Source: an optimization exercise on an open RTL-to-GDS flow (aim: small area). Production flows keep margins and buffers that such runs may drop. RTL that was checked went through simulation tests only; none was proved equivalent to the original. No activity file was given, so power comes from the tool's default toggle rates.

== run a ==
==> flow/design.v <==
module am_sdr_1bit_rx #(
  parameter int PHASE_W   = 24,
  parameter int CIC_ORDER = 3,
  parameter int DEC_LOG2  = 8,
  parameter int OUT_W     = 8
) (
  input  logic               clk,
  input  logic               rst_n,
  input  logic               rf_in,
  input  logic [PHASE_W-1:0] tune_word,
  input  logic               tune_load,
  input  logic               pwm_en,
  output logic [OUT_W-1:0]   mag_out,
  output logic               mag_valid,
  output logic               pwm_out
);
  function automatic logic [26:0] rca(input logic [25:0] a, input logic [25:0] b,
                                      input logic ci);
    logic c;
    logic [26:0] r;
    c = ci;
    for (int i = 0; i < 26; i++) begin
      r[i] = a[i] ^ b[i] ^ c;
      c    = (a[i] & b[i]) | (a[i] & c) | (b[i] & c);
    end
    r[26] = c;
    rca = r;
  endfunction
  logic [11:0] ph_lo, ph_hi;         
  logic        ph_c;
  logic [PHASE_W-1:0] tune_reg;
  logic [7:0]  j;                    
  logic [8:0]  jn;                   
  logic [12:0] ph_lo_n;
  logic [1:0]  lo;                   
  logic        tick, ui, uq;
  assign ph_lo_n = 13'(rca(26'(ph_lo), 26'(tune_reg[11:0]), 1'b0));
  assign lo      = ph_hi[11:10] + 2'(ph_c & (&ph_hi[9:0]));
  assign tick    = (j == 8'd0);
  assign jn      = {1'b0, j} + 9'd1;
  assign ui      = ~(rf_in ^ lo[1]);
  assign uq      = ~(rf_in ^ lo[1] ^ lo[0]);
  always_ff @(posedge clk or negedge rst_n) begin
    if (!rst_n) begin
      ph_lo    <= '0;
      ph_hi    <= '0;
      ph_c     <= 1'b0;
      tune_reg <= '0;
      j        <= 8'd1;
      pwm_out  <= 1'b0;
    end else begin
      ph_lo   <= ph_lo_n[11:0];
      ph_c    <= ph_lo_n[12];
      ph_hi   <= 12'(rca(26'(ph_hi), 26'(tune_reg[23:12]), ph_c));
      if (tune_load) tune_reg <= tune_word;
      j       <= j + 8'd1;
      pwm_out <= pwm_en & (j != 8'd0) & ~(mag_out < j);
    end
  end
  logic [15:0] wc;
  logic [14:0] wa;
  logic [15:0] wb;
  logic [7:0]  wa_hi;
  logic [15:0] wb_half;
  always_ff @(posedge clk or negedge rst_n) begin
    if (!rst_n)
      wc <= 16'd3;
    else if (j == 8'd255)
      wc <= 16'd1;
    else
      wc <= 16'(rca(26'(wc), 26'(jn), 1'b1));
  end
  always_comb begin
    wa_hi   = 8'(rca(26'(wc[14:7]), 26'({~jn[6:0], 1'b1}), 1'b0));
    wa      = {wa_hi, wc[6:0]};
    wb_half = 16'(rca(26'({jn[8] ^ jn[7], ~jn[7], jn[6:0], 7'b1000000}), 26'(16'(~wc)), 1'b1));
    wb      = {wb_half[14:0], 1'b0};
  end
  logic [15:0] a_lo_i, a_lo_q, b_lo_i, b_lo_q, c_lo_i, c_lo_q;
  logic [8:0]  a_hi_i, a_hi_q;
  logic [7:0]  b_hi_i, b_hi_q;
  logic [5:0]  c_hi_i, c_hi_q;
  logic        a_c_i, a_c_q, b_c_i, b_c_q, c_c_i, c_c_q;
  logic        lsb_a, lsb_b, lsb_c;
  logic [16:0] na_i, na_q, nb_i, nb_q, nc_i, nc_q;
  logic first, c_clr;
  assign c_clr = tick | first;
  always_ff @(posedge clk or negedge rst_n) begin
    if (!rst_n) first <= 1'b1;
    else        first <= 1'b0;
  end
  always_ff @(posedge clk) begin
    c_lo_i <= nc_i[15:0];  c_c_i <= nc_i[16];
    c_lo_q <= nc_q[15:0];  c_c_q <= nc_q[16];
    c_hi_i <= c_clr ? 6'd0 : 6'(rca(26'(c_hi_i), 26'd0, c_c_i));
    c_hi_q <= c_clr ? 6'd0 : 6'(rca(26'(c_hi_q), 26'd0, c_c_q));
  end
  always_comb begin
    na_i = 17'(rca(26'(tick ? b_lo_i : a_lo_i), 26'(wa & {15{ui}}), 1'b0));
    na_q = 17'(rca(26'(tick ? b_lo_q : a_lo_q), 26'(wa & {15{uq}}), 1'b0));
    nb_i = 17'(rca(26'(tick ? c_lo_i : b_lo_i), 26'(wb & {16{ui}}), 1'b0));
    nb_q = 17'(rca(26'(tick ? c_lo_q : b_lo_q), 26'(wb & {16{uq}}), 1'b0));
    nc_i = 17'(rca(26'(c_clr ? 16'd0 : c_lo_i), 26'(wc & {16{ui}}), 1'b0));
    nc_q = 17'(rca(26'(c_clr ? 16'd0 : c_lo_q), 26'(wc & {16{uq}}), 1'b0));
  end
  always_ff @(posedge clk or negedge rst_n) begin
    if (!rst_n) begin
      a_lo_i <= 16'h29c0; a_lo_q <= 16'h29c0; a_hi_i <= 9'h06b; a_hi_q <= 9'h06b;
      b_lo_i <= 16'hd63f; b_lo_q <= 16'hd63f; b_hi_i <= 8'h15;  b_hi_q <= 8'h15;
      a_c_i <= 1'b0; a_c_q <= 1'b0; b_c_i <= 1'b0; b_c_q <= 1'b0;
      lsb_a  <= 1'b1; lsb_b <= 1'b0; lsb_c <= 1'b1;
    end else begin
      a_lo_i <= na_i[15:0];  a_c_i <= na_i[16];
      a_lo_q <= na_q[15:0];  a_c_q <= na_q[16];
      b_lo_i <= nb_i[15:0];  b_c_i <= nb_i[16];
      b_lo_q <= nb_q[15:0];  b_c_q <= nb_q[16];
      a_hi_i <= 9'(rca(26'(tick ? {1'b0, b_hi_i} : a_hi_i), 26'd0, tick ? b_c_i : a_c_i));
      a_hi_q <= 9'(rca(26'(tick ? {1'b0, b_hi_q} : a_hi_q), 26'd0, tick ? b_c_q : a_c_q));
      b_hi_i <= 8'(rca(26'(tick ? {2'b0, c_hi_i} : b_hi_i), 26'd0, tick ? c_c_i : b_c_i));
      b_hi_q <= 8'(rca(26'(tick ? {2'b0, c_hi_q} : b_hi_q), 26'd0, tick ? c_c_q : b_c_q));
      if (tick) begin
        lsb_a <= lsb_b;
        lsb_b <= lsb_c;
        lsb_c <= 1'b0;
      end
    end
  end
  logic [24:0] acc_ai, acc_aq;
  logic        neg_i, neg_q;
  logic [29:0] s_i, s_q;
  assign acc_ai = {a_hi_i, a_lo_i};
  assign acc_aq = {a_hi_q, a_lo_q};
  assign neg_i  = ~acc_ai[24] & ~acc_ai[23];
  assign neg_q  = ~acc_aq[24] & ~acc_aq[23];
  assign s_i    = {{5{neg_i}}, acc_ai[24] | ~acc_ai[23], acc_ai[22:0], lsb_a};
  assign s_q    = {{5{neg_q}}, acc_aq[24] | ~acc_aq[23], acc_aq[22:0], lsb_a};
  logic       d0;
  logic [8:0] t_i, t_q;
  assign d0 = (j[1:0] == 2'd2);
  always_comb begin
    case (j[1:0])
      2'd2:    begin t_i = s_i[8:0];   t_q = s_q[8:0];   end
      2'd3:    begin t_i = s_i[17:9];  t_q = s_q[17:9];  end
      default: begin t_i = s_i[26:18]; t_q = s_q[26:18]; end
    endcase
  end
  logic        cab_i, cab_q, c1, c2, cge, mp_i, mp_q;      
  logic [7:0]  mag_pend;
  logic [8:0]  m_i, m_q, hm_i, hm_q, nq;
  logic        pi_, pq_;
  logic [9:0]  inc_i, inc_q, sum1, sum2, cmp;
  always_comb begin
    inc_i = 10'(rca(26'(t_i ^ {9{neg_i}}), 26'd0, d0 ? neg_i : cab_i));
    inc_q = 10'(rca(26'(t_q ^ {9{neg_q}}), 26'd0, d0 ? neg_q : cab_q));
    m_i   = inc_i[8:0];
    m_q   = inc_q[8:0];
    pi_   = d0 ? 1'b0 : mp_i;
    pq_   = d0 ? 1'b0 : mp_q;
    hm_i  = {m_i[8:1], m_i[0] & ~d0};
    hm_q  = {m_q[8:1], m_q[0] & ~d0};
    sum1  = 10'(rca(26'({m_i[7:0], pi_}), 26'(hm_q), d0 ? 1'b0 : c1));    
    sum2  = 10'(rca(26'({m_q[7:0], pq_}), 26'(hm_i), d0 ? 1'b0 : c2));    
    nq    = ~m_q;
    cmp   = 10'(rca(26'(m_i), 26'(nq), d0 ? 1'b1 : cge));                 
  end
  always_ff @(posedge clk) begin
    cab_i <= inc_i[9];
    cab_q <= inc_q[9];
    mp_i  <= m_i[8];
    mp_q  <= m_q[8];
    c1    <= sum1[9];
    c2    <= sum2[9];
    cge   <= cmp[9];
    if (tick) mag_pend <= cmp[9] ? sum1[7:0] : sum2[7:0];
  end
  logic seen;                        
  assign seen = ~lsb_c;              
  always_ff @(posedge clk or negedge rst_n) begin
    if (!rst_n) begin
      mag_out   <= '0;
      mag_valid <= 1'b0;
    end else begin
      mag_valid <= seen & (j == 8'd4);
      if (seen & (j == 8'd4)) mag_out <= mag_pend;
    end
  end
endmodule
Settings: LEC_CHECK=0, ABC_AREA=1, CAP_MARGIN=0, CORE_MARGIN=2, CORE_UTILIZATION=70, SLEW_MARGIN=20; clock period 8.0 ns.
standard.sh (not shown) runs the stock make flow with config.mk's settings and CLKGATE_MAP_FILE= SYNTH_SCRIPT=/design/flow/synth_recipe.tcl, a recipe that flattens the netlist after the stock synthesis.
==> flow/flow/run.sh <==
#!/bin/bash
# The standard layout (standard.sh: the standard flow's synthesis and ORFS flow), with two changes:
# clock tree synthesis without dummy loads, and the smallest buffer on each port.
# make's output goes to flow_make.log; each ORFS step keeps its own log under orfs/logs/.
set -euo pipefail
bash standard.sh \
  "CTS_ARGS=-sink_clustering_enable -repair_clock_nets -sink_clustering_size 45 -sink_clustering_max_diameter 70 -buf_list sky130_fd_sc_hd__clkbuf_16 -dont_use_dummy_load" \
  "BUFFER_PORTS_ARGS=-buffer_cell sky130_fd_sc_hd__buf_1" \
  finish > flow_make.log 2>&1
diff inputs: run a => run b
diff --git a/flow/design.v b/flow/design.v
--- a/flow/design.v
+++ b/flow/design.v
@@ -80,16 +80,15 @@
   logic [8:0]  a_hi_i, a_hi_q;
   logic [7:0]  b_hi_i, b_hi_q;
   logic [5:0]  c_hi_i, c_hi_q;
   logic        a_c_i, a_c_q, b_c_i, b_c_q, c_c_i, c_c_q;
-  logic        lsb_a, lsb_b, lsb_c;
+  logic [1:0]  n_dec;
+  logic        lsb_a;
+  assign lsb_a = ~n_dec[0];
   logic [16:0] na_i, na_q, nb_i, nb_q, nc_i, nc_q;
   logic first, c_clr;
+  assign first = (j == 8'd1) & (n_dec == 2'd0);
   assign c_clr = tick | first;
-  always_ff @(posedge clk or negedge rst_n) begin
-    if (!rst_n) first <= 1'b1;
-    else        first <= 1'b0;
-  end
   always_ff @(posedge clk) begin
     c_lo_i <= nc_i[15:0];  c_c_i <= nc_i[16];
     c_lo_q <= nc_q[15:0];  c_c_q <= nc_q[16];
     c_hi_i <= c_clr ? 6'd0 : 6'(rca(26'(c_hi_i), 26'd0, c_c_i));
@@ -107,9 +106,9 @@
     if (!rst_n) begin
       a_lo_i <= 16'h29c0; a_lo_q <= 16'h29c0; a_hi_i <= 9'h06b; a_hi_q <= 9'h06b;
       b_lo_i <= 16'hd63f; b_lo_q <= 16'hd63f; b_hi_i <= 8'h15;  b_hi_q <= 8'h15;
       a_c_i <= 1'b0; a_c_q <= 1'b0; b_c_i <= 1'b0; b_c_q <= 1'b0;
-      lsb_a  <= 1'b1; lsb_b <= 1'b0; lsb_c <= 1'b1;
+      n_dec  <= 2'd0;
     end else begin
       a_lo_i <= na_i[15:0];  a_c_i <= na_i[16];
       a_lo_q <= na_q[15:0];  a_c_q <= na_q[16];
       b_lo_i <= nb_i[15:0];  b_c_i <= nb_i[16];
@@ -117,13 +116,9 @@
       a_hi_i <= 9'(rca(26'(tick ? {1'b0, b_hi_i} : a_hi_i), 26'd0, tick ? b_c_i : a_c_i));
       a_hi_q <= 9'(rca(26'(tick ? {1'b0, b_hi_q} : a_hi_q), 26'd0, tick ? b_c_q : a_c_q));
       b_hi_i <= 8'(rca(26'(tick ? {2'b0, c_hi_i} : b_hi_i), 26'd0, tick ? c_c_i : b_c_i));
       b_hi_q <= 8'(rca(26'(tick ? {2'b0, c_hi_q} : b_hi_q), 26'd0, tick ? c_c_q : b_c_q));
-      if (tick) begin
-        lsb_a <= lsb_b;
-        lsb_b <= lsb_c;
-        lsb_c <= 1'b0;
-      end
+      if (tick && n_dec != 2'd3) n_dec <= n_dec + 2'd1;
     end
   end
   logic [24:0] acc_ai, acc_aq;
   logic        neg_i, neg_q;
@@ -173,9 +168,9 @@
     cge   <= cmp[9];
     if (tick) mag_pend <= cmp[9] ? sum1[7:0] : sum2[7:0];
   end
   logic seen;                        
-  assign seen = ~lsb_c;              
+  assign seen = (n_dec != 2'd0);
   always_ff @(posedge clk or negedge rst_n) begin
     if (!rst_n) begin
       mag_out   <= '0;
       mag_valid <= 1'b0;
--- outcome ---
Maximum achievable frequency essentially unchanged between run b and run a.
From run a to run b the numbers moved as follows: row count has decreased; filler-free cell count of the finished design has decreased; power per cell area has increased; combinational share of power has increased; worst hold slack has increased.
Cmp run a and run b / sequential cell count / higher: run a
The average routed wire per standard cell in run b sits 0.11 µm below the value recorded for run a.
Routed wire in run b totals less than in run a.
Per the final summary, run b finished and its layout is clean on timing, DRC and antenna.
The RTL of run a was laid out without a check of its function.

## port drivers added, routing unchanged
No port has a modelled driver above. Below, the same layouts with a new extraction and two added sets of constraints. Step 1 (the two cells are an assumption about what drives the block):
set clk [get_ports {clk}]
set_driving_cell -lib_cell sky130_fd_sc_hd__clkbuf_16 $clk
set_driving_cell -lib_cell sky130_fd_sc_hd__buf_2 [delete_from_list [all_inputs] $clk]
Step 2 adds t to the input delays and takes it off the output delays; t is the mean of the earliest and latest rising clock arrival at the registers after step 1. Input paths then give back, and output paths get back, about the clock's delay inside the block. a / b / c = ideal ports / drivers / drivers and shift; a / b = the first two.
run | t, ns | setup slack, ns | clock arrival spread, ns
run a | 0.530 | 0.378 / 0.400 / -0.130 | 0.049 / 0.049
run b | 0.522 | 0.392 / 0.414 / -0.109 | 0.039 / 0.039
With both steps, setup timing fails in run a and run b, where it was met with ideal ports. The setup slack of run a, which loses most, moves by +0.022 ns with the drivers and by -0.508 ns with both steps.
